Source: an optimization exercise on an open RTL-to-GDS flow (aim: small area). Production flows keep margins and buffers that such runs may drop. The RTL was checked by simulation tests, not by an equivalence proof against the original design. The clock port is modelled as an ideal driver, which makes a skipped or thinned clock tree look cheaper than it is; a real chip needs a root buffer or a tree. Power and IR drop assume default switching activity.

## flow/run.sh

```bash
#!/bin/bash
# Standard layout, except: an area-oriented ABC script in synthesis, the smallest
# buffer on the ports, and no dummy clock loads.
set -euo pipefail
cd "$(dirname "$0")/.."
export MY_WORK=$(pwd)
export MY_ABC_SCRIPT=$MY_WORK/flow/abc_area.script
export BUFFER_PORTS_ARGS="-buffer_cell sky130_fd_sc_hd__buf_1"
export CTS_ARGS="-sink_clustering_enable -repair_clock_nets -dont_use_dummy_load"
bash standard.sh SYNTH_SCRIPT=$MY_WORK/flow/synth.tcl finish > standard_flow.log 2>&1
```

## flow/abc_area.script

```
strash
&get -n
&st
&deepsyn -T 20
&nf -R 1000 -p
&put
topo
dnsize -c
```

## flow/synth.tcl

```tcl
# The standard synthesis script, with the combinational mapping done by an
# area-oriented ABC script (flow/abc_area.script) instead of the speed script.
proc abc {args} {
  set i [lsearch -exact $args -script]
  if { $i >= 0 } { lset args [expr {$i + 1}] $::env(MY_ABC_SCRIPT) }
  puts "abc args: $args"
  yosys abc {*}$args
}
source $::env(MY_WORK)/synth_recipe.tcl
```

## standard.sh

```bash
#!/bin/bash
# synth_recipe.tcl (not shown) runs the flow's synth.tcl, then flattens the netlist and writes it again
# the make line also repeats each setting of config.mk as NAME=value (left out here)
make -C /OpenROAD-flow-scripts/flow DESIGN_CONFIG=/design/flow/config.mk WORK_HOME=/design/flow/orfs CLKGATE_MAP_FILE= SYNTH_SCRIPT=/design/flow/synth_recipe.tcl "${@:-finish}"
```

## config.mk

```make
export PLATFORM = sky130hd
export DESIGN_NAME = fu_ctrl
export DESIGN_NICKNAME = fu_ctrl
export VERILOG_FILES = /design/flow/design.v
export SDC_FILE = /design/flow/constraint.sdc
export NUM_CORES = 4
export LEC_CHECK = 0
export CAP_MARGIN = 0
export CORE_MARGIN = 2
export CORE_UTILIZATION = 40
export SLEW_MARGIN = 0
```

## constraint.sdc

```tcl
create_clock -name core_clock -period 9.0 [get_ports {clk}]
set_input_delay 1.8000 -clock core_clock [delete_from_list [all_inputs] [get_ports {clk}]]
set_output_delay 1.8000 -clock core_clock [all_outputs]
set_load 0.01 [all_outputs]
```

## design.v

```verilog
`timescale 1ns/1ps
package fu_ctrl_pkg;
    typedef logic [31:0] inst_t;
    typedef logic [4:0]  reg_addr_t;
    typedef logic [4:0]  lat_t;   
    typedef enum logic [2:0] {
        FU_NONE = 3'd0,
        FU_ALU  = 3'd1,
        FU_MEM  = 3'd2,
        FU_MUL  = 3'd3,
        FU_DIV  = 3'd4,
        FU_JUMP = 3'd5
    } fu_e;
    typedef enum logic [3:0] {
        ALU_NONE = 4'd0,
        ALU_ADD  = 4'd1,
        ALU_SUB  = 4'd2,
        ALU_AND  = 4'd3,
        ALU_OR   = 4'd4,
        ALU_XOR  = 4'd5,
        ALU_SLL  = 4'd6,
        ALU_SRL  = 4'd7,
        ALU_SLT  = 4'd8,
        ALU_SLTU = 4'd9,
        ALU_SRA  = 4'd10,
        ALU_AP4  = 4'd11,
        ALU_BOUT = 4'd12   
    } alu_op_e;
    typedef enum logic [3:0] {
        JUMP_JAL  = 4'd0,
        JUMP_BEQ  = 4'd1,
        JUMP_BNE  = 4'd2,
        JUMP_BLT  = 4'd3,
        JUMP_BGE  = 4'd4,
        JUMP_BLTU = 4'd5,
        JUMP_BGEU = 4'd6,
        JUMP_JALR = 4'd8
    } jump_op_e;
    typedef enum logic [2:0] {
        IMM_NONE = 3'd0,
        IMM_I    = 3'd1,
        IMM_B    = 3'd2,
        IMM_J    = 3'd3,
        IMM_S    = 3'd4,
        IMM_U    = 3'd5
    } imm_sel_e;
    localparam logic [6:0] OPC_R     = 7'b0110011;
    localparam logic [6:0] OPC_I     = 7'b0010011;
    localparam logic [6:0] OPC_B     = 7'b1100011;
    localparam logic [6:0] OPC_L     = 7'b0000011;
    localparam logic [6:0] OPC_S     = 7'b0100011;
    localparam logic [6:0] OPC_LUI   = 7'b0110111;
    localparam logic [6:0] OPC_AUIPC = 7'b0010111;
    localparam logic [6:0] OPC_JAL   = 7'b1101111;
    localparam logic [6:0] OPC_JALR  = 7'b1100111;
    localparam int FU_COUNT  = 6;    
    localparam int RES_DEPTH = 32;
    localparam int unsigned ALU_LAT     = 1;
    localparam int unsigned MEM_LAT     = 2;
    localparam int unsigned JUMP_LAT    = 2;
    localparam int unsigned DEF_MUL_LAT = 7;
    localparam int unsigned DEF_DIV_LAT = 24;
    function automatic logic [4:0] fu_latency(input logic [2:0] fu, input int unsigned mul_lat, input int unsigned div_lat);
        case (fu)
            fu_ctrl_pkg::FU_ALU:  fu_latency = 5'd1;
            fu_ctrl_pkg::FU_MEM:  fu_latency = 5'd2;
            fu_ctrl_pkg::FU_MUL:  fu_latency = mul_lat[4:0];
            fu_ctrl_pkg::FU_DIV:  fu_latency = div_lat[4:0];
            fu_ctrl_pkg::FU_JUMP: fu_latency = 5'd2;
            default: fu_latency = '0;
        endcase
    endfunction
endpackage
`timescale 1ns/1ps
module inst_decode (
    input  fu_ctrl_pkg::inst_t     inst,
    output logic      c_alu,
    output logic      c_mem,
    output logic      c_mul,
    output logic      c_div,
    output logic      c_jmp,
    output fu_ctrl_pkg::imm_sel_e  imm_sel,
    output fu_ctrl_pkg::alu_op_e   alu_op,
    output fu_ctrl_pkg::jump_op_e  jump_op,
    output logic      alu_src_a,
    output logic      alu_src_b,
    output logic      mem_we
);
    logic [6:0] opcode;
    logic [2:0] f3;
    logic [6:0] f7;
    assign opcode = inst[6:0];
    assign f3     = inst[14:12];
    assign f7     = inst[31:25];
    logic o_r, o_i, o_b, o_l, o_s, o_lui, o_auipc, o_jal, o_jalr;
    assign o_r     = opcode == fu_ctrl_pkg::OPC_R;
    assign o_i     = opcode == fu_ctrl_pkg::OPC_I;
    assign o_b     = opcode == fu_ctrl_pkg::OPC_B;
    assign o_l     = opcode == fu_ctrl_pkg::OPC_L;
    assign o_s     = opcode == fu_ctrl_pkg::OPC_S;
    assign o_lui   = opcode == fu_ctrl_pkg::OPC_LUI;
    assign o_auipc = opcode == fu_ctrl_pkg::OPC_AUIPC;
    assign o_jal   = opcode == fu_ctrl_pkg::OPC_JAL;
    assign o_jalr  = opcode == fu_ctrl_pkg::OPC_JALR;
    logic f7_00, f7_20, f7_01, f3_0or5, f3_1or5;
    assign f7_00   = f7 == 7'h00;
    assign f7_20   = f7 == 7'h20;
    assign f7_01   = f7 == 7'h01;
    assign f3_0or5 = f3 == 3'h0 || f3 == 3'h5;
    assign f3_1or5 = f3[1:0] == 2'b01;
    logic r_alu, i_alu, b_ok, l_ok, s_ok, jalr_ok;
    assign r_alu   = o_r && (f7_00 || (f7_20 && f3_0or5));
    assign i_alu   = o_i && (!f3_1or5 || f7_00 || (f3 == 3'h5 && f7_20));
    assign b_ok    = o_b && f3[2:1] != 2'b01;
    assign l_ok    = o_l && f3 != 3'h3 && f3[2:1] != 2'b11;
    assign s_ok    = o_s && (f3 == 3'h0 || f3 == 3'h1 || f3 == 3'h2);
    assign jalr_ok = o_jalr && f3 == 3'h0;
    assign c_alu = r_alu || i_alu || o_lui || o_auipc;
    assign c_mem = l_ok || s_ok;
    assign c_mul = o_r && f7_01 && !f3[2];
    assign c_div = o_r && f7_01 && f3[2];
    assign c_jmp = b_ok || o_jal || jalr_ok;
    function automatic logic [3:0] alu_sel(input logic [2:0] fn3, input logic alt);
        case (fn3)
            3'h0:    alu_sel = alt ? fu_ctrl_pkg::ALU_SUB : fu_ctrl_pkg::ALU_ADD;
            3'h1:    alu_sel = fu_ctrl_pkg::ALU_SLL;
            3'h2:    alu_sel = fu_ctrl_pkg::ALU_SLT;
            3'h3:    alu_sel = fu_ctrl_pkg::ALU_SLTU;
            3'h4:    alu_sel = fu_ctrl_pkg::ALU_XOR;
            3'h5:    alu_sel = alt ? fu_ctrl_pkg::ALU_SRA : fu_ctrl_pkg::ALU_SRL;
            3'h6:    alu_sel = fu_ctrl_pkg::ALU_OR;
            default: alu_sel = fu_ctrl_pkg::ALU_AND;
        endcase
    endfunction
    always_comb begin
        alu_op = fu_ctrl_pkg::ALU_NONE;
        if (r_alu || i_alu) alu_op = fu_ctrl_pkg::alu_op_e'(alu_sel(f3, f7[5] && (o_r || f3 == 3'h5)));
        else if (o_lui)     alu_op = fu_ctrl_pkg::ALU_BOUT;
        else if (o_auipc)   alu_op = fu_ctrl_pkg::ALU_ADD;
    end
    always_comb begin
        imm_sel = fu_ctrl_pkg::IMM_NONE;
        if (i_alu || l_ok || jalr_ok) imm_sel = fu_ctrl_pkg::IMM_I;
        else if (b_ok)                imm_sel = fu_ctrl_pkg::IMM_B;
        else if (s_ok)                imm_sel = fu_ctrl_pkg::IMM_S;
        else if (o_lui || o_auipc)    imm_sel = fu_ctrl_pkg::IMM_U;
        else if (o_jal)               imm_sel = fu_ctrl_pkg::IMM_J;
    end
    always_comb begin
        jump_op = fu_ctrl_pkg::JUMP_JAL;
        if (jalr_ok) jump_op = fu_ctrl_pkg::JUMP_JALR;
        else if (b_ok) begin
            case (f3)
                3'h0:    jump_op = fu_ctrl_pkg::JUMP_BEQ;
                3'h1:    jump_op = fu_ctrl_pkg::JUMP_BNE;
                3'h4:    jump_op = fu_ctrl_pkg::JUMP_BLT;
                3'h5:    jump_op = fu_ctrl_pkg::JUMP_BGE;
                3'h6:    jump_op = fu_ctrl_pkg::JUMP_BLTU;
                default: jump_op = fu_ctrl_pkg::JUMP_BGEU;
            endcase
        end
    end
    assign alu_src_a = o_auipc;
    assign alu_src_b = i_alu || o_lui || o_auipc;
    assign mem_we    = s_ok;
endmodule
`timescale 1ns/1ps
`timescale 1ns/1ps
`timescale 1ns/1ps
module fu_ctrl (
    input  logic      clk,
    input  logic      rst,
    input  fu_ctrl_pkg::inst_t     inst,
    input  logic      valid_id,
    input  logic      cmp_res_fu,
    output logic      issue_ready,
    output logic      branch_ctrl,
    output logic      reg_id_flush,
    output fu_ctrl_pkg::imm_sel_e  imm_sel,
    output fu_ctrl_pkg::alu_op_e   alu_op,
    output fu_ctrl_pkg::jump_op_e  jump_op,
    output logic      alu_src_a,
    output logic      alu_src_b,
    output logic      mem_we,
    output logic      alu_en,
    output logic      mem_en,
    output logic      mul_en,
    output logic      div_en,
    output logic      jump_en,
    output fu_ctrl_pkg::fu_e       write_sel,
    output fu_ctrl_pkg::reg_addr_t rd_ctrl,
    output logic      reg_write
);
    logic c_alu, c_mem, c_mul, c_div, c_jmp;
    inst_decode u_decode (
        .inst, .c_alu, .c_mem, .c_mul, .c_div, .c_jmp,
        .imm_sel, .alu_op, .jump_op, .alu_src_a, .alu_src_b, .mem_we
    );
    logic [4:0] rd, rs1, rs2;
    assign rd  = inst[11:7];
    assign rs1 = inst[19:15];
    assign rs2 = inst[24:20];
    logic [1:0] lu;                     
    logic       e1;                     
    logic       pj, pm, pw;             
    logic       l_alu, l_mem, l_jmp, p2_mem, p2_jmp, p2_w;
    logic [4:0] x1, x0;                 
    logic [2:0] mc;                     
    logic [4:0] dc;                     
    logic [4:0] mul_d, div_d;
    logic       flush_pending;
    assign l_alu  = lu == 2'd1;
    assign l_mem  = lu == 2'd2;
    assign l_jmp  = lu == 2'd3;
    assign p2_mem = pm && !pj;
    assign p2_jmp = pj;
    assign p2_w   = pw;
    assign flush_pending = pj && pm;   
    assign branch_ctrl  = l_jmp && (e1 || cmp_res_fu);
    assign reg_id_flush = branch_ctrl;
    logic raw1, raw2;
    assign raw1 = rs1 != '0 && ((e1 && x1 == rs1) || (p2_w && x0 == rs1) ||
                                (mc != '0 && mul_d == rs1) || (dc != '0 && div_d == rs1));
    assign raw2 = rs2 != '0 && ((e1 && x1 == rs2) || (p2_w && x0 == rs2) ||
                                (mc != '0 && mul_d == rs2) || (dc != '0 && div_d == rs2));
    logic wm, wd;
    assign wm = rd != '0 && mul_d == rd;
    assign wd = rd != '0 && div_d == rd;
    logic hz_alu, hz_mj, hz_mem, hz_jmp, hz_mul, hz_div, hazard, issue;
    assign hz_alu = lu[1] || mc == 3'd2 || dc == 5'd2 ||
                    (wm && mc >= 3'd2) || (wd && dc >= 5'd2);
    assign hz_mj  = mc == 3'd3 || dc == 5'd3 || (wm && mc >= 3'd4) || (wd && dc >= 5'd4);
    assign hz_mem = l_mem || hz_mj;
    assign hz_jmp = l_jmp || hz_mj;
    assign hz_mul = mc >= 3'd2 || dc == 5'd8 || (wd && dc >= 5'd8);
    assign hz_div = dc >= 5'd2;
    assign hazard = ((c_alu || c_mem || c_mul || c_div || c_jmp) && (raw1 || raw2)) ||
                    (c_alu && hz_alu) || (c_mem && hz_mem) || (c_jmp && hz_jmp) ||
                    (c_mul && hz_mul) || (c_div && hz_div);
    assign issue_ready = !hazard || branch_ctrl;
    assign issue = valid_id && !hazard && !branch_ctrl && !flush_pending;
    assign alu_en  = issue && c_alu;
    assign mem_en  = issue && c_mem;
    assign mul_en  = issue && c_mul;
    assign div_en  = issue && c_div;
    assign jump_en = issue && c_jmp;
    logic wr;
    assign wr = !(inst[5] && !inst[4] && !inst[2]);
    logic       wb_mul, wb_div;
    assign wb_mul = mc == 3'd1;
    assign wb_div = dc == 5'd1;
    always_ff @(posedge clk or posedge rst) begin
        if (rst) begin
            lu            <= 2'd0;
            e1            <= 1'b0;
            pj            <= 1'b0;
            pm            <= 1'b0;
            pw            <= 1'b0;
            mc            <= '0;
            dc            <= '0;
            write_sel     <= fu_ctrl_pkg::FU_NONE;
            rd_ctrl       <= '0;
            reg_write     <= 1'b0;
        end else begin
            lu            <= {mem_en || jump_en, alu_en || jump_en};
            e1            <= alu_en || ((mem_en || jump_en) && wr);
            pj            <= l_jmp;
            pm            <= l_mem || branch_ctrl;
            pw            <= e1 && lu[1];
            mc            <= mul_en ? 3'd7 : (mc - (mc != '0 ? 3'd1 : 3'd0));
            dc            <= div_en ? 5'd24 : (dc - (dc != '0 ? 5'd1 : 5'd0));
            write_sel     <= fu_ctrl_pkg::fu_e'({wb_div || p2_jmp, p2_mem || wb_mul,
                                                 l_alu || wb_mul || p2_jmp});
            rd_ctrl       <= ({5{l_alu}} & x1) | ({5{p2_w}} & x0) |
                             ({5{wb_mul}} & mul_d) | ({5{wb_div}} & div_d);
            reg_write     <= l_alu || p2_w || wb_mul || wb_div;
        end
    end
    always_ff @(posedge clk) begin
        x1 <= rd;
        x0 <= x1;
        if (mul_en) mul_d <= rd;
        if (div_en) div_d <= rd;
    end
endmodule
```

==> impl_metrics.toml, run 1 <==
[route]
via_per_inst = 5.92
dr.pass1.iters = 5
drc = 0
first_iter_violations = 256
wl_per_cell_um = 16.4
vias = 2571
routed_wl_um = 7100
ant_nets = 0

[worst_hold_path]
hold_path_class = "flop to flop"
hold_start = "x1[0]"

[sta]
timing.fmax_mhz = 149
hold_viol_final = 0
slew_viol_final = 0
worst_clock_skew_ps = 19.0
setup_ws_ps = 2280
rsz0062_at_grt = "false"
tightestPinTransition_ps = 926
fin_crit_sh = 0.747
setup-tns-final_ps = 0
finalSetupViolations = 0
maxSlewHeadroom = 0.378
period_needed_ps = 6720

[critical_path]
worst-path-buf-inv = 2
crit_fanout = 11
required_ps = 7200
crit_chain = "buf_1, nand3b_1, nor2_1, nand2_1, or2_0, nand2_1, a21oi_1, o22ai_1, a21oi_1, nand2_1, a21oi_1, nand2_1, nand4b_1, nand2b_1, nor2b_1, buf_1"
reg2reg_from = "dc[2]"
critical_path.most_common_cell = "nand2_1"
path_delay_family = "simple AND/OR/NAND/NOR gates"
worstSetupPathType = "primary input to output port"
worstPathArrival_ps = 4920
slowest_delay_ps = 690
crit_slowest_cell = "nor2b_1"
crit_path_start = "inst[5]"
cp-end-kind = "output port"
start_kind = "primary input"

[global_routing]
antenna_found_initial = 0
grt_pass1_vias = 2361
grt_first_pass_wirelength_um = 11600
overflow = 0
grt.total_usage = 0.203
grt_max_degree = 24

[clock_network]
cts_sinks = 43
cts_tree = "yes"
numCtsBuffers = 5
post_cts_buffers = 0
path_clk_slew_ps = 70
cts.htree.levels = 2
clk_latency_ps = 290
cts.hold.buffers_added = 0
cts-resized-gates = 0
cts_root_buffer = "clkbuf_8"
clk_path_buf_depth = 2

[logic_synthesis]
yosysUniqueCellTypes = 43
ys_seq_area_frac = 0.427
synth-edff-count = 10
netlist_area_mm2 = 0.00252
muxShareOfSynthArea = 0
ys_warn_count = 2
synth_simple_gate_area_frac = 0.196
syn_inst = 290
ys_seq_elements = 43
syn_nets = 330
synth_top_family_by_area = "compound AO/OA/AOI/OAI gates"
ys_async_sr_fraction = 0.535
synthFlopType = "dfrtp_1"
synth-xor-area-share = 0.0452
synth_compound_area_frac = 0.248
synth_area_per_cell_um2 = 8.69
synth-adder-area-share = 0.0199

[run]
drv_cap = 0

[floorplanning]
die_area_mm2 = 0.00695
start_util = 0.421
core-area_mm2 = 0.00599
die_h_um = 83.4
design.portCount = 67
fp.dieW_um = 83.4
rows = 28

[layout]
layoutNonFillerInstCount = 434
fin_util = 0.487
fillers = 579
nets = 401
layout-drive-gt1-share = 0.0139
area_delta_synth_final_pct = 15.7
diodes = 0

[power]
p_leak_nw = 1.10
power_density_mw_per_mm2 = 182
ir_drop_mv = 0.147
total_power_mw = 0.531

[placement]
routabilityCongestion = 0.949
dp_hpwl_um = 5640
post-place-ws_ps = 2280
place_inst = 429
io_buffers = 66

[run_status]
status = "timing/DRC/antenna clean"
## placed cells by master (no fill, tap or decap), drive strengths merged, types with 3 or more instances in the layout
| cell | Yosys | routed |
|---|---|---|
| nand3b | 3 | 3 |
| a221oi | 13 | 13 |
| dfxtp | 10 | 10 |
| clkbuf | 0 | 5 |
| a21oi | 12 | 12 |
| buf | 2 | 66 |
| clkinv | 39 | 39 |
| ha | 4 | 4 |
| xor2 | 7 | 7 |
| nor2b | 6 | 6 |
| nor4 | 5 | 5 |
| o22ai | 20 | 20 |
| edfxtp | 10 | 10 |
| nand4 | 3 | 3 |
| nand2b | 7 | 7 |
| a22oi | 3 | 3 |
| nand2 | 34 | 34 |
| xnor2 | 6 | 6 |
| nand3 | 4 | 4 |
| a222oi | 6 | 6 |
| nor2 | 16 | 16 |
| o2111ai | 3 | 3 |
| dfrtp | 23 | 23 |
| nor3 | 9 | 9 |
| or3 | 3 | 3 |
| o21ai | 17 | 17 |
## registers in the layout, indices dropped and copies added (netlist names)
register	cells
lu	2
rd_ctrl	5
pm	1
x0	5
write_sel	3
x1	5
pw	1
div_d	5
pj	1
mul_d	5
reg_write	1
dc	5
mc	3
e1	1
## final timing paths
| kind | depth (start not counted) | end | slack [ps] |
|---|---|---|---|
| min in group asynchronous | 2 | mc[1] | 1550 |
| setup reg to reg | 10 | div_d[3] | 5360 |
| setup / recovery | 16 | div_en | 2280 |
| hold reg to reg | 0 | x0[0] | 440 |
| hold / removal | 0 | x0[0] | 440 |
| max in group asynchronous | 2 | rd_ctrl[3] | 7040 |
## logic make-up (layout without fill, tap and decap cells)
group | after synthesis | count (layout)
fa+ha+maj | 4 | 4
simple gates | 99 | 99
flops | 43 | 43
buf+inv | 41 | 110
xor+xnor | 13 | 13
compound gates | 90 | 90
## per-stage QoR
step	hold slack, ps	instance area, um2
3_5_place_dp	416	2850
2_1_floorplan	367	2520
4_1_cts	437	2920
5_1_grt	454	2920
6_report	444	2920
3_3_place_gp	427	2850
## metal layers
layer  vias up  global-route usage  share of wire
met5         -                   0              0
met4         0              0.0432          0.012
li1       1236                   -              -
met3        11              0.0527          0.057
met1      1226               0.287           0.47
met2        98               0.314           0.46
## power by group
group | switching (mW) | internal [mW]
combinational | 0.0891 | 0.0664
sequential | 0.0341 | 0.233
clock | 0.0578 | 0.0500
## cells in the mapped netlist (4+ instances only)
master,instances,area (um2)
a21oi_1,12,60.1
a221oi_1,13,114
a222oi_1,6,60.1
clkinv_1,39,146
dfrtp_1,23,576
dfxtp_1,10,200
edfxtp_1,10,300
ha_1,4,50.1
nand2_1,34,128
nand2b_1,7,43.8
nand3_1,4,20.0
nor2_1,16,60.1
nor2b_1,6,37.5
nor3_1,9,45.0
nor4_1,5,31.3
o21ai_0,17,85.1
o22ai_1,20,125
xnor2_1,6,52.6
xor2_1,7,61.3
## cell type report
cell class	count	area, um2	area share
Tap cell	75	93.8	0.0322
Timing Repair Buffer	66	248	0.0849
Inverter	39	146	0.0502
Multi-Input combinational cell	206	1280	0.440
Sequential cell	43	1080	0.369
Clock buffer	5	68.8	0.0236
==> inputs of run 2 (changes only) <==
--- a/design.v
+++ b/design.v
@@ -200,22 +200,15 @@
     assign rd  = inst[11:7];
     assign rs1 = inst[19:15];
     assign rs2 = inst[24:20];
-    logic [1:0] lu;                     
+    logic       l_alu, l_mem, l_jmp;    
     logic       e1;                     
-    logic       pj, pm, pw;             
-    logic       l_alu, l_mem, l_jmp, p2_mem, p2_jmp, p2_w;
+    logic       p2_mem, p2_jmp;         
+    logic       p2_w;                   
     logic [4:0] x1, x0;                 
     logic [2:0] mc;                     
     logic [4:0] dc;                     
     logic [4:0] mul_d, div_d;
     logic       flush_pending;
-    assign l_alu  = lu == 2'd1;
-    assign l_mem  = lu == 2'd2;
-    assign l_jmp  = lu == 2'd3;
-    assign p2_mem = pm && !pj;
-    assign p2_jmp = pj;
-    assign p2_w   = pw;
-    assign flush_pending = pj && pm;   
     assign branch_ctrl  = l_jmp && (e1 || cmp_res_fu);
     assign reg_id_flush = branch_ctrl;
     logic raw1, raw2;
@@ -227,7 +220,7 @@
     assign wm = rd != '0 && mul_d == rd;
     assign wd = rd != '0 && div_d == rd;
     logic hz_alu, hz_mj, hz_mem, hz_jmp, hz_mul, hz_div, hazard, issue;
-    assign hz_alu = lu[1] || mc == 3'd2 || dc == 5'd2 ||
+    assign hz_alu = l_mem || l_jmp || mc == 3'd2 || dc == 5'd2 ||
                     (wm && mc >= 3'd2) || (wd && dc >= 5'd2);
     assign hz_mj  = mc == 3'd3 || dc == 5'd3 || (wm && mc >= 3'd4) || (wd && dc >= 5'd4);
     assign hz_mem = l_mem || hz_mj;
@@ -251,24 +244,30 @@
     assign wb_div = dc == 5'd1;
     always_ff @(posedge clk or posedge rst) begin
         if (rst) begin
-            lu            <= 2'd0;
+            l_alu         <= 1'b0;
+            l_mem         <= 1'b0;
+            l_jmp         <= 1'b0;
             e1            <= 1'b0;
-            pj            <= 1'b0;
-            pm            <= 1'b0;
-            pw            <= 1'b0;
+            p2_mem        <= 1'b0;
+            p2_jmp        <= 1'b0;
+            p2_w          <= 1'b0;
             mc            <= '0;
             dc            <= '0;
+            flush_pending <= 1'b0;
             write_sel     <= fu_ctrl_pkg::FU_NONE;
             rd_ctrl       <= '0;
             reg_write     <= 1'b0;
         end else begin
-            lu            <= {mem_en || jump_en, alu_en || jump_en};
+            l_alu         <= alu_en;
+            l_mem         <= mem_en;
+            l_jmp         <= jump_en;
             e1            <= alu_en || ((mem_en || jump_en) && wr);
-            pj            <= l_jmp;
-            pm            <= l_mem || branch_ctrl;
-            pw            <= e1 && lu[1];
+            p2_mem        <= l_mem;
+            p2_jmp        <= l_jmp;
+            p2_w          <= e1 && !l_alu;
             mc            <= mul_en ? 3'd7 : (mc - (mc != '0 ? 3'd1 : 3'd0));
             dc            <= div_en ? 5'd24 : (dc - (dc != '0 ? 5'd1 : 5'd0));
+            flush_pending <= branch_ctrl;
             write_sel     <= fu_ctrl_pkg::fu_e'({wb_div || p2_jmp, p2_mem || wb_mul,
                                                  l_alu || wb_mul || p2_jmp});
             rd_ctrl       <= ({5{l_alu}} & x1) | ({5{p2_w}} & x0) |
==> run 2 against run 1 <==
Clock power is essentially flat; routed wire length fell by 4.2%; core utilization fell by 1.7 points; clock-buffer cell count did not move; setup slack better by 46 ps; global-route usage fell by 0.45 points; critical path type unchanged.
==> impl_metrics.toml, run 2 <==
[floorplanning]
core-area_mm2 = 0.00624
die_h_um = 83.6
fp.dieW_um = 83.6
die_area_mm2 = 0.00699
start_util = 0.406
rows = 29
design.portCount = 67

[global_routing]
grt_first_pass_wirelength_um = 11200
overflow = 0
grt_max_degree = 26
grt_pass1_vias = 2257
antenna_found_initial = 0
grt.total_usage = 0.199

[layout]
nets = 393
final_common_cell = "buf_1"
layout_common_cells = "buf_1, clkinv_1, nand2_1"
diodes = 0
fin_util = 0.470
area_delta_synth_final_pct = 15.7
layout-drive-gt1-share = 0.0142

[logic_synthesis]
synth_most_common_cell = "clkinv_1"
synth-edff-count = 10
synth_compound_area_frac = 0.225
synth-xor-area-share = 0.0484
synth-adder-area-share = 0.0197
synth_area_per_cell_um2 = 8.99
ys_warn_count = 2
synth_largest_area_cell = "dfrtp_1"
syn_nets = 322
synth_area_leaders = "dfrtp_1, edfxtp_1, dfxtp_1, clkinv_1, a221oi_1"
yosysTopAreaCellShare = 0.247
synth_simple_gate_area_frac = 0.204
yosysUniqueCellTypes = 46
syn_inst = 282
yosys-top-cells-count = "clkinv_1, nand2_1, dfrtp_1, nor2_1, o22ai_1"
muxShareOfSynthArea = 0
synth_top_family_by_area = "compound AO/OA/AOI/OAI gates"
netlist_area_mm2 = 0.00253
ys_async_sr_fraction = 0.556
ys_seq_elements = 45
synthFlopType = "dfrtp_1"
ys_seq_area_frac = 0.444

[worst_hold_path]
hold_path_class = "flop to flop"
worstHoldEndpoint = "x0[3]"
hold_path_depth = 0
hold_start = "x1[3]"

[run]
drv_cap = 0

[critical_path]
cp-end-kind = "output port"
crit_fanout = 6
worstSetupPathType = "primary input to output port"
required_ps = 7200
start_kind = "primary input"
r2r_slack_ps = 5340
r2r-end = "dc[4]"
reg2reg_from = "mul_d[2]"
worstPathArrival_ps = 4870
rr_worst_depth = 13

[sta]
maxSlewHeadroom = 0.383
fin_crit_sh = 0.742
period_needed_ps = 6670
setup_ws_ps = 2330
setup-tns-final_ps = 0
worst_clock_skew_ps = 24.4
hold-worst-slack_ps = 436
timing.fmax_mhz = 150
hold_viol_final = 0
rsz0062_at_grt = "false"
tightestPinTransition_ps = 920
slew_viol_final = 0
finalSetupViolations = 0

[clock_network]
cts_root_buffer = "clkbuf_8"
clk_path_buf_depth = 2
path_clk_slew_ps = 70
clk_latency_ps = 300
cts.hold.buffers_added = 0
cts.htree.levels = 2
cts_sinks = 45
post_cts_buffers = 0
cts_tree = "yes"
cts-resized-gates = 0
numCtsBuffers = 5

[placement]
post-place-ws_ps = 2250
dp_hpwl_um = 5280
io_buffers = 66
routabilityCongestion = 0.930

[run_status]
status = "timing/DRC/antenna clean"

[route]
via_per_inst = 5.87
vias = 2511
first_iter_violations = 282
ant_nets = 0
routed_wl_um = 6810
dr.pass1.iters = 5
wl_per_cell_um = 15.9
drc = 0

[power]
p_leak_nw = 1.09
power_density_mw_per_mm2 = 186
ir_drop_mv = 0.0857
[run 2: cell count changes in the layout (fill, tap and decap cells not counted), moves of 3 or more]
cell / previous run / this run
clkinv_1: 39 / 36
nand2_1: 34 / 26
o22ai_1: 20 / 14
xnor2_1: 6 / 9
nor2_1: 16 / 21
nor3_1: 9 / 12
o21ai_0: 17 / 10
a31oi_1: 0 / 4
nand4_1: 3 / 6
nand3_1: 4 / 7
[run 2: how the worst max path moves through the flow]
stage,from,endpoint,slack (ps),cells past startpoint
final,inst[7],mul_en,2330,14
after global routing,inst[13],div_en,2050,14
after CTS,inst[7],mul_en,2250,14
after detailed placement,inst[7],mul_en,2250,14
after global placement,inst[7],mul_en,2380,14
after floorplan,inst[9],div_en,3180,12
[run 2: final cells by class]
type	instances	area, um2
Clock buffer	5	68.8
Fill cell	616	3310
Inverter	36	135
Multi-Input combinational cell	199	1260
Sequential cell	45	1130
Tap cell	77	96.3
Timing Repair Buffer	66	248
[run 2: layer usage]
layer	part of all wire	up-vias	GRT usage
li1	-	1201	-
met1	0.46	1175	0.290
met2	0.45	122	0.295
met3	0.067	13	0.0326
met4	0.024	0	0.0777
met5	0	-	0
[run 2: power breakdown]
group	leakage (nW)	total [mW]	internal [mW]	switching [mW]
registers	0.501	0.269	0.243	0.0255
clock network	0.0359	0.111	0.0501	0.0608
logic	0.553	0.166	0.0675	0.0985
[run 2: per-stage QoR]
step,instances,instance area [um2],power [mW]
after floorplan,282,2530,0.386
after global placement,423,2860,0.435
after detailed placement,423,2860,0.438
after CTS,428,2930,0.549
after global routing,428,2930,0.587
final,428,2930,0.546
[run 2: logic make-up after synthesis]
family | Yosys count
compound gates | 78
buf+inv | 38
fa+ha+maj | 4
flops | 45
simple gates | 103
xor+xnor | 14
[run 2: worst max-delay path, cell delays in order]
cell	delay [ps]
buf_1	220
clkinv_1	130
a221oi_1	300
o2111ai_1	140
a2111oi_0	780
a21oi_1	90
o22ai_1	180
a2111oi_0	110
a21oi_1	140
a31oi_1	60
and4b_1	280
nand3b_1	210
clkinv_1	240
buf_1	180
==> inputs of run 3 (changes only) <==
--- a/design.v
+++ b/design.v
@@ -200,15 +200,22 @@
     assign rd  = inst[11:7];
     assign rs1 = inst[19:15];
     assign rs2 = inst[24:20];
-    logic       l_alu, l_mem, l_jmp;    
+    logic [1:0] lu;                     
     logic       e1;                     
-    logic       p2_mem, p2_jmp;         
-    logic       p2_w;                   
+    logic       pj, pm, pw;             
+    logic       l_alu, l_mem, l_jmp, p2_mem, p2_jmp, p2_w;
     logic [4:0] x1, x0;                 
     logic [2:0] mc;                     
     logic [4:0] dc;                     
     logic [4:0] mul_d, div_d;
     logic       flush_pending;
+    assign l_alu  = lu == 2'd1;
+    assign l_mem  = lu == 2'd2;
+    assign l_jmp  = lu == 2'd3;
+    assign p2_mem = pm && !pj;
+    assign p2_jmp = pj;
+    assign p2_w   = pw;
+    assign flush_pending = pj && pm;   
     assign branch_ctrl  = l_jmp && (e1 || cmp_res_fu);
     assign reg_id_flush = branch_ctrl;
     logic raw1, raw2;
@@ -220,7 +227,7 @@
     assign wm = rd != '0 && mul_d == rd;
     assign wd = rd != '0 && div_d == rd;
     logic hz_alu, hz_mj, hz_mem, hz_jmp, hz_mul, hz_div, hazard, issue;
-    assign hz_alu = l_mem || l_jmp || mc == 3'd2 || dc == 5'd2 ||
+    assign hz_alu = lu[1] || mc == 3'd2 || dc == 5'd2 ||
                     (wm && mc >= 3'd2) || (wd && dc >= 5'd2);
     assign hz_mj  = mc == 3'd3 || dc == 5'd3 || (wm && mc >= 3'd4) || (wd && dc >= 5'd4);
     assign hz_mem = l_mem || hz_mj;
@@ -244,30 +251,24 @@
     assign wb_div = dc == 5'd1;
     always_ff @(posedge clk or posedge rst) begin
         if (rst) begin
-            l_alu         <= 1'b0;
-            l_mem         <= 1'b0;
-            l_jmp         <= 1'b0;
+            lu            <= 2'd0;
             e1            <= 1'b0;
-            p2_mem        <= 1'b0;
-            p2_jmp        <= 1'b0;
-            p2_w          <= 1'b0;
+            pj            <= 1'b0;
+            pm            <= 1'b0;
+            pw            <= 1'b0;
             mc            <= '0;
             dc            <= '0;
-            flush_pending <= 1'b0;
             write_sel     <= fu_ctrl_pkg::FU_NONE;
             rd_ctrl       <= '0;
             reg_write     <= 1'b0;
         end else begin
-            l_alu         <= alu_en;
-            l_mem         <= mem_en;
-            l_jmp         <= jump_en;
+            lu            <= {mem_en || jump_en, alu_en || jump_en};
             e1            <= alu_en || ((mem_en || jump_en) && wr);
-            p2_mem        <= l_mem;
-            p2_jmp        <= l_jmp;
-            p2_w          <= e1 && !l_alu;
+            pj            <= l_jmp;
+            pm            <= l_mem || branch_ctrl;
+            pw            <= e1 && lu[1];
             mc            <= mul_en ? 3'd7 : (mc - (mc != '0 ? 3'd1 : 3'd0));
             dc            <= div_en ? 5'd24 : (dc - (dc != '0 ? 5'd1 : 5'd0));
-            flush_pending <= branch_ctrl;
             write_sel     <= fu_ctrl_pkg::fu_e'({wb_div || p2_jmp, p2_mem || wb_mul,
                                                  l_alu || wb_mul || p2_jmp});
             rd_ctrl       <= ({5{l_alu}} & x1) | ({5{p2_w}} & x0) |
==> flow/run.sh (replaced) <==
#!/bin/bash
# Standard layout, except: synthesis maps the logic with an area-oriented ABC
# script (best of several seeds), the ports get the smallest buffer, and CTS
# adds no dummy clock loads.
set -euo pipefail
cd "$(dirname "$0")/.."
export MY_WORK=$(pwd)
export MY_ABC_SCRIPT=$MY_WORK/flow/abc_area.script
export MY_ABC_SEEDS="1 2 3 4 5 6"
export BUFFER_PORTS_ARGS="-buffer_cell sky130_fd_sc_hd__buf_1"
export CTS_ARGS="-sink_clustering_enable -repair_clock_nets -dont_use_dummy_load"
bash standard.sh SYNTH_SCRIPT=$MY_WORK/flow/synth.tcl finish > standard_flow.log 2>&1
==> flow/abc_area.script (replaced) <==
strash
&get -n
&st
&deepsyn -T 20 -S @SEED@
&nf -R 1000 -p
&put
topo
dnsize -c
==> flow/synth.tcl (replaced) <==
# The standard synthesis script, with the combinational mapping done by an
# area-oriented ABC script (flow/abc_area.script, @SEED@ replaced by a seed)
# instead of the speed script. The mapping is tried with several seeds and the
# smallest result is kept.
proc abc {args} {
  set i [lsearch -exact $args -script]
  set lib [lindex $args [expr {[lsearch -exact $args -liberty] + 1}]]
  set tmpl [read [set f [open $::env(MY_ABC_SCRIPT)]]]; close $f
  yosys design -save pre_abc
  set best ""
  foreach seed $::env(MY_ABC_SEEDS) {
    yosys design -load pre_abc
    set sf $::env(MY_WORK)/abc_seed_$seed.script
    set f [open $sf w]; puts -nonewline $f [string map [list @SEED@ $seed] $tmpl]; close $f
    set a $args
    if { $i >= 0 } { lset a [expr {$i + 1}] $sf }
    yosys abc {*}$a
    yosys tee -q -o $::env(MY_WORK)/abc_seed_$seed.stat stat -liberty $lib
    set f [open $::env(MY_WORK)/abc_seed_$seed.stat]; set txt [read $f]; close $f
    regexp {Chip area for module[^:]*:\s*([0-9.]+)} $txt -> area
    puts "abc seed $seed: area $area"
    if { $best eq "" || $area < $best } {
      set best $area
      yosys design -save best_abc
    }
  }
  yosys design -load best_abc
  puts "abc kept area $best"
}
source $::env(MY_WORK)/synth_recipe.tcl
==> run 3 against run 2 <==
Clock skew decreased by 2.0 ps; die area shrank 1.1%; routed wire length fell by 0.68%; register-to-register slack better by 220 ps; final cell count grew 0.23%; still clean on timing, DRC and antenna; setup slack got worse by 250 ps; sequential cell count fell by 2; total power decreased by 3.3%; first-iteration DRC count fell by 6.7%; critical endpoint unchanged; synthesized area down 1.2%; worst hold slack improved by 28 ps; combinational power down 4%; highest routed layer unchanged.
==> impl_metrics.toml, run 3 <==
[run_status]
status = "timing/DRC/antenna clean"

[power]
p_leak_nw = 1.09
ir_drop_mv = 0.0868
power_density_mw_per_mm2 = 181

[clock_network]
cts-resized-gates = 0
cts_root_buffer = "clkbuf_8"
clk_path_buf_depth = 2
cts.htree.levels = 2
path_clk_slew_ps = 60
numCtsBuffers = 5
post_cts_buffers = 0
clk_latency_ps = 300
cts.hold.buffers_added = 0
cts_sinks = 43
cts_tree = "yes"

[critical_path]
worst-path-buf-inv = 4
required_ps = 7200
crit_slowest_cell = "or4_1"
slowest_delay_ps = 500
worstPathArrival_ps = 5130
path_delay_family = "simple AND/OR/NAND/NOR gates"
worstSetupPathType = "primary input to output port"
start_kind = "primary input"
crit_fanout = 7
crit_chain = "buf_1, clkinv_1, o21ai_0, o21ai_0, nor2_1, o22ai_1, or4_1, a222oi_1, nand4_1, or3_1, clkinv_1, buf_1"
cp-end-kind = "output port"

[logic_synthesis]
yosysUniqueCellTypes = 37
synth_most_common_cell = "clkinv_1"
synth_largest_area_cell = "dfrtp_1"
ys_warn_count = 2
synth_area_per_cell_um2 = 8.82
syn_nets = 324
ys_seq_area_frac = 0.430
syn_inst = 284
ys_async_sr_fraction = 0.535
ys_seq_elements = 43
yosys-top-cells-count = "clkinv_1, nand2_1, dfrtp_1, nor2_1, o21ai_0"
synth_area_leaders = "dfrtp_1, edfxtp_1, dfxtp_1, clkinv_1, a221oi_1"
netlist_area_mm2 = 0.00250
yosysTopAreaCellShare = 0.230
synthFlopType = "dfrtp_1"
synth-edff-count = 10

[layout]
layout-drive-gt1-share = 0.0169
fin_area_mm2 = 0.00291
nets = 396
fin_util = 0.485
layout_common_cells = "buf_1, clkinv_1, nand2_1"
area_delta_synth_final_pct = 16.1
final_common_cell = "buf_1"
diodes = 0

[floorplanning]
start_util = 0.418
die_area_mm2 = 0.00691
die_h_um = 83.1
fp.dieW_um = 83.1
core-area_mm2 = 0.00599
rows = 28
design.portCount = 67

[sta]
hold_viol_final = 0
maxSlewHeadroom = 0.451
fin_crit_sh = 0.770
setup-tns-final_ps = 0
rsz0062_at_grt = "false"
timing.fmax_mhz = 144
worst_clock_skew_ps = 22.4
finalSetupViolations = 0
slew_viol_final = 0
period_needed_ps = 6930
tightestPinTransition_ps = 818

[route]
routed_wl_um = 6760
ant_nets = 0
wl_met2_um = 3070
wl_met3_um = 487
met1_length_um = 3060
wl_per_cell_um = 15.8
drc = 0
dr.pass1.iters = 5
highest_layer = "met4"
first_iter_violations = 263
via_per_inst = 5.85
vias = 2509

[global_routing]
grt.total_usage = 0.195
grt_max_degree = 24
grt_first_pass_wirelength_um = 11100
overflow = 0
antenna_found_initial = 0
grt_pass1_vias = 2220

[placement]
routabilityCongestion = 0.916
io_buffers = 66
placed_area_mm2 = 0.00284
dp_hpwl_um = 5330

[worst_hold_path]
hold_path_class = "flop to flop"

[run]
drv_cap = 0
[run 3: changes by cell type after synthesis, moves of 3 or more]
cell	previous run	this run
o21ai_0	10	19
nor4_1	3	7
xor2_1	5	9
a21o_1	1	4
a31oi_1	4	1
nand3b_1	1	4
nor2b_1	7	4
[run 3: logic make-up (layout without fill, tap and decap cells)]
logic type / count (synthesis) / in the layout / share of synthesized area
AO/OA/AOI/OAI: 80 / 80 / 0.224
XOR/XNOR: 17 / 17 / 0.0594
adder cells (fa/ha/maj): 4 / 4 / 0.0200
buffers and inverters: 37 / 107 / 0.0584
flip-flops: 43 / 43 / 0.430
AND/OR/NAND/NOR: 103 / 103 / 0.208
[run 3: stage by stage]
step / std cells / hold WS [ps] / power [mW] / setup slack [ps]
CTS: 429 / 456 / 0.533 / 2150
floorplan: 284 / 367 / 0.371 / 2440
detailed placement: 424 / 437 / 0.423 / 2140
global route: 429 / 479 / 0.569 / 1710
global placement: 424 / 437 / 0.420 / 2330
finish: 429 / 464 / 0.528 / 2070
[run 3: worst paths after layout]
path,start,end,slack (ps),cells past startpoint
worst min-delay path,x1[4],x0[4],460,0
worst min register to register,x1[4],x0[4],460,0
worst max register to register,dc[3],div_d[4],5560,10
max in group asynchronous,rst,rd_ctrl[2],7070,2
min in group asynchronous,rst,dc[2],1520,2
worst max-delay path,inst[13],mul_en,2070,12
[run 3: layout make-up]
type,instances,area (um2)
Inverter,35,131
Tap cell,75,93.8
Multi-Input combinational cell,204,1280
Sequential cell,43,1080
Timing Repair Buffer,67,255
Fill cell,599,3080
Clock buffer,5,68.8
[run 3: power by group]
group | internal [mW] | switching, mW
clock | 0.0500 | 0.0590
sequential | 0.234 | 0.0253
combinational | 0.0666 | 0.0933
total | 0.350 | 0.178
[run 3: layer usage]
| layer | global-route usage | vias to the layer above |
|---|---|---|
| met2 | 0.288 | 127 |
| met3 | 0.0358 | 15 |
| li1 | - | 1207 |
| met5 | 0 | - |
| met1 | 0.284 | 1160 |
| met4 | 0.0715 | 0 |
==> inputs of run 4 (changes only) <==
--- a/design.v
+++ b/design.v
@@ -218,22 +218,39 @@
     assign flush_pending = pj && pm;   
     assign branch_ctrl  = l_jmp && (e1 || cmp_res_fu);
     assign reg_id_flush = branch_ctrl;
+    logic d_busy, d_p0, d_p1, d_p2, d_p7, d_ge1, d_ge2, d_ge7;
+    assign d_busy = dc[4] || dc[3] || dc[1];
+    assign d_p0   = dc[4] && !dc[3] && !dc[2] && !dc[0];
+    assign d_p1   = !dc[4] && dc[3] && !dc[2] && !dc[1];
+    assign d_p2   = !dc[3] && dc[2] && !dc[1] && !dc[0];
+    assign d_p7   = !dc[4] && dc[3] && dc[2] && dc[1] && !dc[0];
+    assign d_ge1  = dc[3] || dc[2] || dc[0];
+    assign d_ge2  = dc[2] || dc[1] || dc[0] || (dc[4] && dc[3]);
+    assign d_ge7  = (dc[4] && dc[3] && !dc[1] && !dc[0]) || (!dc[2] && dc[0]) ||
+                    (dc[2] && dc[1]) || (!dc[4] && dc[2]);
+    logic m_busy, m_p0, m_p1, m_p2, m_ge1, m_ge2;
+    assign m_busy = mc != 3'd0;
+    assign m_p0   = mc == 3'b100;
+    assign m_p1   = mc == 3'b110;
+    assign m_p2   = mc == 3'b111;
+    assign m_ge1  = mc[1] || mc[0];
+    assign m_ge2  = mc[0] || (mc[1] && !mc[2]);
     logic raw1, raw2;
     assign raw1 = rs1 != '0 && ((e1 && x1 == rs1) || (p2_w && x0 == rs1) ||
-                                (mc != '0 && mul_d == rs1) || (dc != '0 && div_d == rs1));
+                                (m_busy && mul_d == rs1) || (d_busy && div_d == rs1));
     assign raw2 = rs2 != '0 && ((e1 && x1 == rs2) || (p2_w && x0 == rs2) ||
-                                (mc != '0 && mul_d == rs2) || (dc != '0 && div_d == rs2));
+                                (m_busy && mul_d == rs2) || (d_busy && div_d == rs2));
     logic wm, wd;
     assign wm = rd != '0 && mul_d == rd;
     assign wd = rd != '0 && div_d == rd;
     logic hz_alu, hz_mj, hz_mem, hz_jmp, hz_mul, hz_div, hazard, issue;
-    assign hz_alu = lu[1] || mc == 3'd2 || dc == 5'd2 ||
-                    (wm && mc >= 3'd2) || (wd && dc >= 5'd2);
-    assign hz_mj  = mc == 3'd3 || dc == 5'd3 || (wm && mc >= 3'd4) || (wd && dc >= 5'd4);
+    assign hz_alu = lu[1] || m_p1 || d_p1 ||
+                    (wm && m_ge1) || (wd && d_ge1);
+    assign hz_mj  = m_p2 || d_p2 || (wm && m_ge2) || (wd && d_ge2);
     assign hz_mem = l_mem || hz_mj;
     assign hz_jmp = l_jmp || hz_mj;
-    assign hz_mul = mc >= 3'd2 || dc == 5'd8 || (wd && dc >= 5'd8);
-    assign hz_div = dc >= 5'd2;
+    assign hz_mul = m_ge1 || d_p7 || (wd && d_ge7);
+    assign hz_div = d_ge1;
     assign hazard = ((c_alu || c_mem || c_mul || c_div || c_jmp) && (raw1 || raw2)) ||
                     (c_alu && hz_alu) || (c_mem && hz_mem) || (c_jmp && hz_jmp) ||
                     (c_mul && hz_mul) || (c_div && hz_div);
@@ -247,8 +264,8 @@
     logic wr;
     assign wr = !(inst[5] && !inst[4] && !inst[2]);
     logic       wb_mul, wb_div;
-    assign wb_mul = mc == 3'd1;
-    assign wb_div = dc == 5'd1;
+    assign wb_mul = m_p0;
+    assign wb_div = d_p0;
     always_ff @(posedge clk or posedge rst) begin
         if (rst) begin
             lu            <= 2'd0;
@@ -267,8 +284,8 @@
             pj            <= l_jmp;
             pm            <= l_mem || branch_ctrl;
             pw            <= e1 && lu[1];
-            mc            <= mul_en ? 3'd7 : (mc - (mc != '0 ? 3'd1 : 3'd0));
-            dc            <= div_en ? 5'd24 : (dc - (dc != '0 ? 5'd1 : 5'd0));
+            mc            <= mul_en ? 3'b001 : {mc[1:0], (mc[2] ^ mc[1]) && !m_p0};
+            dc            <= div_en ? 5'b10110 : {dc[3:0], (dc[4] ^ dc[2]) && !d_p0};
             write_sel     <= fu_ctrl_pkg::fu_e'({wb_div || p2_jmp, p2_mem || wb_mul,
                                                  l_alu || wb_mul || p2_jmp});
             rd_ctrl       <= ({5{l_alu}} & x1) | ({5{p2_w}} & x0) |
==> run 4 against run 3 <==
Still clean; clock skew decreased by 3.3 ps; sequential power about the same; global-route usage increased by 1.6 points; final cell count decreased by 2.3%; register-to-register slack improved by 110 ps; maximum frequency increased by 1.9%; synthesized area decreased by 1.5%; combinational power decreased by 14%; clock power about the same; core utilization decreased by 0.68 points; clock-buffer cell count unchanged; first-iteration DRC count increased by 4.9%; largest cell class unchanged; largest power group unchanged.
==> impl_metrics.toml, run 4 <==
[run_status]
status = "timing/DRC/antenna clean"

[clock_network]
path_clk_slew_ps = 90
cts_tree = "yes"
cts-resized-gates = 0
clk_latency_ps = 290
cts_sinks = 43
clk_path_buf_depth = 2
cts.htree.levels = 2
cts_root_buffer = "clkbuf_8"
post_cts_buffers = 0
cts.hold.buffers_added = 0
numCtsBuffers = 5

[layout]
diodes = 0
layout-drive-gt1-share = 0.0145
nets = 384
area_delta_synth_final_pct = 15.6
layout_common_cells = "buf_1, clkinv_1, nand2_1"
final_common_cell = "buf_1"

[route]
ant_nets = 0
wl_met2_um = 3120
routed_wl_um = 7040
wl_met3_um = 488
drc = 0
highest_layer = "met4"
via_per_inst = 6.04
met1_length_um = 3330
first_iter_violations = 276
wl_per_cell_um = 16.8
dr.pass1.iters = 8
vias = 2531

[critical_path]
worstSetupPathType = "primary input to output port"
crit_slowest_cell = "nor2b_1"
crit_fanout = 8
crit_chain = "buf_1, or2_0, and2_0, nor2_1, nor2b_1, o32a_1, or3_1, nand2_1, a221oi_1, a21oi_1, a211oi_1, nand4_1, nor2b_1, buf_1"
worstPathArrival_ps = 5000
rr_worst_depth = 9
required_ps = 7200
slowest_delay_ps = 670
start_kind = "primary input"
cp-end-kind = "output port"

[logic_synthesis]
ys_seq_area_frac = 0.436
yosysUniqueCellTypes = 44
synth-edff-count = 10
yosysTopAreaCellShare = 0.233
synthFlopType = "dfrtp_1"
yosys-top-cells-count = "clkinv_1, nand2_1, dfrtp_1, a221oi_1, o22ai_1"
ys_seq_elements = 43
syn_nets = 316
synth_area_leaders = "dfrtp_1, edfxtp_1, dfxtp_1, a221oi_1, clkinv_1"
ys_warn_count = 2
synth_most_common_cell = "clkinv_1"
netlist_area_mm2 = 0.00247
syn_inst = 278
ys_async_sr_fraction = 0.535
synth_area_per_cell_um2 = 8.87
synth_largest_area_cell = "dfrtp_1"

[global_routing]
grt_max_degree = 24
grt_first_pass_wirelength_um = 10900
grt.total_usage = 0.211
antenna_found_initial = 0
overflow = 0
grt_pass1_vias = 2126

[sta]
setup-tns-final_ps = 0
rsz0062_at_grt = "false"
finalSetupViolations = 0
worst_clock_skew_ps = 19.1
timing.fmax_mhz = 147
tightestPinTransition_ps = 915
maxSlewHeadroom = 0.386
hold_viol_final = 0
period_needed_ps = 6800
slew_viol_final = 0
fin_crit_sh = 0.755

[power]
ir_drop_mv = 0.0913
power_density_mw_per_mm2 = 178
combinationalPowerShare = 0.270
switching_power_mw = 0.171
p_sw_frac = 0.338
p_clk_frac = 0.216
p_leak_nw = 1.04
power_frac_seq = 0.514
intPower_mw = 0.336
total_power_mw = 0.507

[floorplanning]
die_area_mm2 = 0.00681
rows = 28
design.portCount = 67
fp.dieW_um = 82.5
core-area_mm2 = 0.00596
start_util = 0.414
die_h_um = 82.5

[placement]
routabilityCongestion = 0.941
dp_hpwl_um = 5350
io_buffers = 66

[worst_hold_path]
hold_path_class = "flop to flop"
hold_path_depth = 0

[run]
drv_cap = 0
[run 4: final cells by class]
type                       instances  area (um2)
clock buffer                       5        68.8
fill                             611        3110
inverter                          33         124
multi-input combinational        197        1240
sequential                        43        1080
tap                               75        93.8
timing repair buffer              66         248
[run 4: worst max-delay path: cells and delay by family]
family	cells	cell delay, ps
AO/OA/AOI/OAI	4	830
buffers and inverters	2	420
AND/OR/NAND/NOR	8	1960
[run 4: routing by layer]
metal | vias up | global-route usage
met5 | - | 0
met4 | 0 | 0.0623
met1 | 1211 | 0.319
met3 | 8 | 0.0370
li1 | 1202 | -
met2 | 110 | 0.307
[run 4: logic make-up after synthesis]
group	synth area share
adder cells (fa/ha/maj)	0.0101
flip-flops	0.436
AO/OA/AOI/OAI	0.264
AND/OR/NAND/NOR	0.203
XOR/XNOR	0.0213
buffers and inverters	0.0609
multiplexers	0.00406
[run 4: power by group through the flow]
stage               clock [mW]  combinational [mW]  sequential, mW
global route             0.122               0.158           0.265
global placement             0               0.136           0.263
finish                   0.109               0.137           0.260
detailed placement           0               0.137           0.264
CTS                      0.112               0.137           0.260
floorplan                    0              0.0886           0.264
[run 4: worst paths after layout]
path | start | to | slack, ps
max in group asynchronous | rst | dc[0] | 7050
min | x1[2] | x0[2] | 420
min reg2reg | x1[2] | x0[2] | 420
max | inst[14] | mul_en | 2200
max reg2reg | dc[4] | mul_d[0] | 5670
min in group asynchronous | rst | write_sel[1] | 1530
[run 4: through the flow]
step | hold slack (ps) | worst slack [ps] | util | instances | instance area (um2)
floorplan | 378 | 3270 | - | 278 | 2470
global placement | 435 | 2470 | 0.467 | 414 | 2780
detailed placement | 423 | 2230 | 0.467 | 414 | 2780
CTS | 415 | 2220 | 0.479 | 419 | 2850
global route | 417 | 1850 | 0.479 | 419 | 2850
finish | 420 | 2200 | 0.479 | 419 | 2850
==> inputs of run 5 (changes only) <==
==> flow/run.sh (replaced) <==
#!/bin/bash
# Standard layout, except: synthesis maps the logic with an area-oriented ABC
# script (best of several seeds), the ports get the smallest buffer, CTS adds
# no dummy clock loads, and the root clock buffer is downsized after CTS.
set -euo pipefail
cd "$(dirname "$0")/.."
export MY_WORK=$(pwd)
export MY_ABC_SCRIPT=$MY_WORK/flow/abc_area.script
export MY_ABC_SEEDS="1 2 3 4 5 6 7 8"
export BUFFER_PORTS_ARGS="-buffer_cell sky130_fd_sc_hd__buf_1"
export CTS_ARGS="-sink_clustering_enable -repair_clock_nets -dont_use_dummy_load"
export POST_CTS_TCL=$MY_WORK/flow/post_cts.tcl
bash standard.sh SYNTH_SCRIPT=$MY_WORK/flow/synth.tcl finish > standard_flow.log 2>&1
==> flow/post_cts.tcl (new file) <==
# After CTS: the root clock buffer only drives the few leaf buffers, so give it
# a smaller cell.
set root [[ord::get_db_block] findInst clkbuf_0_clk]
if { $root ne "NULL" } {
  replace_cell [get_cells clkbuf_0_clk] sky130_fd_sc_hd__clkbuf_2
  detailed_placement
  puts "post_cts: root clock buffer is now [[$root getMaster] getName]"
}
==> run 5 against run 4 <==
Still clean; register-to-register slack gained 250 ps; final area shrank 0.35%; final cell count grew 0.72%; synthesized area shrank 0.36%; largest cell class unchanged.
==> impl_metrics.toml, run 5 <==
[sta]
hold-worst-slack_ps = 400
maxSlewHeadroom = 0.316
hold_viol_final = 0
worst_clock_skew_ps = 12.5
setup-tns-final_ps = 0
finalSetupViolations = 0
rsz0062_at_grt = "false"
period_needed_ps = 6580
fin_crit_sh = 0.731
slew_viol_final = 0
tightestPinTransition_ps = 1020
timing.fmax_mhz = 152

[route]
ant_nets = 0
routed_wl_um = 6680
via_per_inst = 5.69
drc = 0
first_iter_violations = 192
vias = 2400
wl_per_cell_um = 15.8
dr.pass1.iters = 7

[logic_synthesis]
ys_async_sr_fraction = 0.535
synthFlopType = "dfrtp_1"
ys_seq_area_frac = 0.438
yosysTopAreaCellShare = 0.234
synth_most_common_cell = "clkinv_1"
syn_nets = 318
yosysUniqueCellTypes = 41
ys_warn_count = 2
syn_inst = 280
synth_area_leaders = "dfrtp_1, edfxtp_1, dfxtp_1, clkinv_1, a221oi_1"
yosys-top-cells-count = "clkinv_1, dfrtp_1, nand2_1, nor2_1, o22ai_1"
netlist_area_mm2 = 0.00246
synth_largest_area_cell = "dfrtp_1"
ys_seq_elements = 43
synth-edff-count = 10
synth_area_per_cell_um2 = 8.78

[clock_network]
path_clk_slew_ps = 80
clk_latency_ps = 370
cts_sinks = 43
cts_tree = "yes"

[layout]
layoutNonFillerInstCount = 422
seqCellArea_mm2 = 0.00108
final_common_cell = "buf_1"
multiInputGateArea_mm2 = 0.00123
layout_common_cells = "buf_1, clkinv_1, dfrtp_1"
layout-drive-gt1-share = 0.0173
area_delta_synth_final_pct = 15.6
fillers = 605
nets = 387
diodes = 0

[floorplanning]
core-area_mm2 = 0.00592
die_h_um = 82.4
fp.dieW_um = 82.4
rows = 28
die_area_mm2 = 0.00679
design.portCount = 67
start_util = 0.415

[placement]
place_inst = 417
dp_hpwl_um = 5220
routabilityCongestion = 0.937
io_buffers = 66

[critical_path]
start_kind = "primary input"
worst-path-buf-inv = 3
slowest_delay_ps = 470
worstPathArrival_ps = 4780
worstSetupPathType = "primary input to output port"
cp-end-kind = "output port"
path_delay_family = "simple AND/OR/NAND/NOR gates"
crit_fanout = 10
crit_chain = "buf_1, or3_1, a21oi_1, nor2_1, o32ai_1, nand3_1, and2_0, and3_1, a32oi_1, nand4b_1, nor2_1, nand2_1, clkinv_1, buf_1"
required_ps = 7200
crit_slowest_cell = "or3_1"

[power]
power_density_mw_per_mm2 = 178
ir_drop_mv = 0.126
p_leak_nw = 1.04

[worst_hold_path]
hold_path_class = "flop to flop"

[global_routing]
grt_pass1_vias = 2208
antenna_found_initial = 0
grt.total_usage = 0.209
grt_first_pass_wirelength_um = 10900
overflow = 0
grt_max_degree = 24

[run]
drv_cap = 0

[run_status]
status = "timing/DRC/antenna clean"
## run 5: cell count changes after synthesis, sizes merged, moves of 3 or more
| cell | change |
|---|---|
| a32oi | +3 |
| or3 | -3 |
| xnor2 | +3 |
| nand2 | -4 |
| xor2 | +5 |
| a21oi | +6 |
| a221oi | -6 |
| nor2 | +7 |
## run 5: final timing paths
check	start	endpoint	slack [ps]	depth (start not counted)
max	inst[13]	div_en	2420	14
min	x1[0]	x0[0]	400	0
max reg2reg	div_d[4]	div_d[3]	5920	12
min reg2reg	x1[0]	x0[0]	400	0
max in group asynchronous	rst	dc[0]	7160	2
min in group asynchronous	rst	pj	1450	2
## run 5: logic make-up (layout without fill, tap and decap cells)
group                      Yosys count  in the layout  synth area share
buffers and inverters               37            104            0.0596
and+or+nand+nor                    105            105             0.215
xor gates and xnor gates            14             14            0.0499
AOI/OAI and AO/OA                   78             78             0.223
adders and majority gates            2              2            0.0102
muxes                                1              1           0.00458
DFF                                 43             43             0.438
## run 5: where the power goes
| part | switching [mW] | internal, mW |
|---|---|---|
| Clock | 0.0580 | 0.0424 |
| Sequential | 0.0369 | 0.234 |
| Combinational | 0.0781 | 0.0554 |
## run 5: layout make-up
class | count | area share
multi-input combinational | 200 | 0.435
timing repair buffer | 67 | 0.0899
sequential | 43 | 0.379
clock buffer | 5 | 0.0211
inverter | 32 | 0.0423
tap | 75 | 0.0330
## run 5: routing by layer
layer,vias to the layer above,track usage,part of all wire
met5,-,0,0
met1,1110,0.314,0.49
met3,13,0.0337,0.054
met4,0,0.0683,0.022
li1,1190,-,-
met2,87,0.304,0.44
## run 5: stage by stage
| step | setup slack (ps) | util | cell area, um2 | power [mW] |
|---|---|---|---|---|
| after detailed placement | 2450 | 0.470 | 2780 | 0.408 |
| after floorplan | 3200 | - | 2460 | 0.359 |
| final | 2420 | 0.480 | 2840 | 0.505 |
| after global routing | 2030 | 0.480 | 2840 | 0.542 |
| after global placement | 2600 | 0.470 | 2780 | 0.408 |
==> inputs of run 6 (changes only) <==
==> flow/run.sh (replaced) <==
#!/bin/bash
# Standard layout, except: synthesis maps the logic with an area-oriented ABC
# script (best of several seeds), the ports get the smallest buffer, CTS adds
# no dummy clock loads, and the root clock buffer is removed after CTS.
set -euo pipefail
cd "$(dirname "$0")/.."
export MY_WORK=$(pwd)
export MY_ABC_SCRIPT=$MY_WORK/flow/abc_area.script
export MY_ABC_SEEDS="1 2 3 4 5 6 7 8 9 10 11 12"
export BUFFER_PORTS_ARGS="-buffer_cell sky130_fd_sc_hd__buf_1"
export CTS_ARGS="-sink_clustering_enable -repair_clock_nets -dont_use_dummy_load"
export POST_CTS_TCL=$MY_WORK/flow/post_cts.tcl
bash standard.sh SYNTH_SCRIPT=$MY_WORK/flow/synth.tcl finish > standard_flow.log 2>&1
==> flow/post_cts.tcl (replaced) <==
set blk [ord::get_db_block]
set root [$blk findInst clkbuf_0_clk]
if { $root ne "NULL" } {
  set in_net [[$root findITerm A] getNet]
  set out_net [[$root findITerm X] getNet]
  set loads {}
  foreach it [$out_net getITerms] {
    if { [$it getInst] ne $root } { lappend loads $it }
  }
  if { [llength $loads] <= 4 && [llength [$in_net getITerms]] == 1 } {
    foreach it $loads {
      $it disconnect
      $it connect $in_net
    }
    [$root findITerm A] disconnect
    [$root findITerm X] disconnect
    odb::dbInst_destroy $root
    odb::dbNet_destroy $out_net
    puts "post_cts: root clock buffer removed, the clock port drives [llength $loads] leaf buffers"
  } else {
    replace_cell [get_cells clkbuf_0_clk] sky130_fd_sc_hd__clkbuf_2
    detailed_placement
    puts "post_cts: root clock buffer is now [[$root getMaster] getName]"
  }
  estimate_parasitics -placement
  report_clock_skew
}
==> run 6 against run 5 <==
Highest routed layer unchanged; via count rose by 5.3%; clock-buffer cell count decreased by 1; sequential cell count unchanged; setup slack worse by 140 ps; still clean; final cell count decreased by 0.24%; die area fell by 0.15%; synthesized area down 0.15%; non-clock buffer count increased by 1.
==> impl_metrics.toml, run 6 <==
[critical_path]
r2r-end = "div_d[3]"
path_delay_family = "simple AND/OR/NAND/NOR gates"
worst-path-buf-inv = 3
crit_chain = "buf_1, nor2b_1, mux2i_1, nor2b_1, o2111ai_1, and2_0, nor2_1, o41ai_1, o21ai_0, nand4b_1, nor3_1, buf_4, buf_1"
r2r_slack_ps = 5780
required_ps = 7200
cp-end-kind = "output port"
crit_path_start = "inst[12]"
crit_end = "mul_en"
reg2reg_from = "div_d[0]"
slowest_delay_ps = 400
start_kind = "primary input"
crit_fanout = 7
worstPathArrival_ps = 4920
crit_slowest_cell = "nand4b_1"
rr_worst_depth = 11
worstSetupPathType = "primary input to output port"
cp.depth = 13

[logic_synthesis]
synth_simple_gate_area_frac = 0.206
synth_area_per_cell_um2 = 8.79
synth-edff-count = 10
ys_warn_count = 2
yosysTopAreaCellShare = 0.235
synth-xor-area-share = 0.0357
ys_async_sr_fraction = 0.535
synthFlopType = "dfrtp_1"
ys_seq_elements = 43
yosys-top-cells-count = "clkinv_1, dfrtp_1, o22ai_1, nand2_1, nor2_1"
synth-adder-area-share = 0.0102
ys_seq_area_frac = 0.439
netlist_area_mm2 = 0.00245
synth_most_common_cell = "clkinv_1"
yosysUniqueCellTypes = 46
muxShareOfSynthArea = 0.00408
synth_compound_area_frac = 0.247
synth_top_family_by_area = "compound AO/OA/AOI/OAI gates"
synth_area_leaders = "dfrtp_1, edfxtp_1, dfxtp_1, o22ai_1, clkinv_1"
synth_largest_area_cell = "dfrtp_1"
syn_nets = 317
syn_inst = 279

[power]
p_clk_frac = 0.184
total_power_mw = 0.501
power_density_mw_per_mm2 = 176
p_leak_nw = 1.04
p_sw_frac = 0.338
power_frac_seq = 0.543
ir_drop_mv = 0.0846
switching_power_mw = 0.169
combinationalPowerShare = 0.273
intPower_mw = 0.332

[sta]
maxSlewHeadroom = 0.263
slew_viol_final = 0
timing.fmax_mhz = 149
rsz0062_at_grt = "false"
setup-tns-final_ps = 0
period_needed_ps = 6720
tightestPinTransition_ps = 1100
worst_clock_skew_ps = 9.95
finalSetupViolations = 0
hold_viol_final = 0
setup_ws_ps = 2280
fin_crit_sh = 0.746
hold-worst-slack_ps = 405

[placement]
post-place-ws_ps = 2350
io_buffers = 66
dp_hpwl_um = 5260
routabilityCongestion = 0.934
placed_area_mm2 = 0.00278
place_inst = 417

[route]
first_iter_violations = 270
dr.pass1.iters = 5
via_per_inst = 6.00
wl_per_cell_um = 16.6
routed_wl_um = 6980
vias = 2526
drc = 0
ant_nets = 0

[clock_network]
path_clk_slew_ps = 80
cts_sinks = 43
clk_latency_ps = 140

[layout]
nets = 386
layout-drive-gt1-share = 0.0173
fin_util = 0.480
layoutNonFillerInstCount = 421
diodes = 0
layout_common_cells = "buf_1, clkinv_1, dfrtp_1"
area_delta_synth_final_pct = 15.7
final_common_cell = "buf_1"
fin_area_mm2 = 0.00284

[floorplanning]
core-area_mm2 = 0.00592
die_area_mm2 = 0.00678
rows = 28
die_h_um = 82.3
start_util = 0.414
design.portCount = 67
fp.dieW_um = 82.3

[global_routing]
overflow = 0
antenna_found_initial = 0
grt_first_pass_wirelength_um = 11400
grt_pass1_vias = 2219
grt.total_usage = 0.219
grt_max_degree = 24

[worst_hold_path]
hold_path_class = "flop to flop"

[run]
drv_cap = 0

[run_status]
status = "timing/DRC/antenna clean"
## run 6: cell types whose count changed after synthesis, moves of 2 or more
cell      delta
a22o_1       +3
nor3_1       +2
nand4_1      -4
nand2b_1     -5
o21ai_0      +2
xor2_1       -3
o22ai_1      +4
a21oi_1      -2
## run 6: final cells by class
type | instances | area [um2]
timing repair buffer | 68 | 263
fill | 584 | 3080
clock buffer | 4 | 55.1
tap | 75 | 93.8
multi-input combinational | 200 | 1230
sequential | 43 | 1080
inverter | 31 | 116
## run 6: how the worst min path moves through the flow
stage | from | endpoint | slack (ps) | cells after the start
detailed placement | x1[1] | x0[1] | 390 | 0
floorplan | x1[1] | x0[1] | 370 | 0
global route | x1[1] | x0[1] | 420 | 0
finish | x1[1] | x0[1] | 410 | 0
global placement | x1[1] | x0[1] | 390 | 0
## run 6: kinds of logic after synthesis
logic type,after synthesis
flip-flops,43
buffers and inverters,36
AO/OA/AOI/OAI,86
adder cells (fa/ha/maj),2
multiplexers,1
XOR/XNOR,10
AND/OR/NAND/NOR,101
## run 6: power by group through the flow
stage | clock (mW) | sequential (mW) | combinational, mW
after floorplan | 0 | 0.274 | 0.0897
after global placement | 0 | 0.275 | 0.134
after detailed placement | 0 | 0.276 | 0.135
after global routing | 0.101 | 0.280 | 0.156
final | 0.0921 | 0.272 | 0.137
## run 6: per-layer routing
metal  routed length, um  share of wire  vias up  GRT usage
met2                3090           0.44      150      0.323
li1                    -              -     1196          -
met4                 114          0.016        0     0.0683
met3                 650          0.093       14     0.0380
met1                3120           0.45     1166      0.325
met5                   0              0        -          0

-- static timing again, ports no longer ideal --
No port has a modelled driver above. Below, the same layouts with a new extraction and two added sets of constraints. Step 1 sets driving cells, clkbuf_16 on the clock port and buf_2 on the other inputs (assumed; they add their load-dependent delay and slew). Step 2 times the ports against the registers' clock, not the clock port: input delays grow and output delays shrink by t, the midpoint of the rising clock arrivals with the driver on. Three values: ideal, step 1, step 2; two values: the first two.
| run | shift t [ns] | setup slack, ns | latest minus earliest clock arrival (ns) |
|---|---|---|---|
| run 1 | 0.305 | 2.279 / 2.259 / 2.259 | 0.019 / 0.019 |
| run 2 | 0.321 | 2.325 / 2.304 / 2.304 | 0.025 / 0.025 |
| run 3 | 0.318 | 2.074 / 2.050 / 2.050 | 0.023 / 0.022 |
| run 4 | 0.315 | 2.203 / 2.180 / 2.180 | 0.019 / 0.019 |
| run 5 | 0.385 | 2.425 / 2.405 / 2.405 | 0.013 / 0.013 |
| run 6 | 0.190 | 2.284 / 2.261 / 2.261 | 0.010 / 0.010 |
After both steps every run listed still meets setup and hold. The setup slack of run 3, which loses most, moves by -0.024 ns with the drivers and by -0.024 ns with both steps.
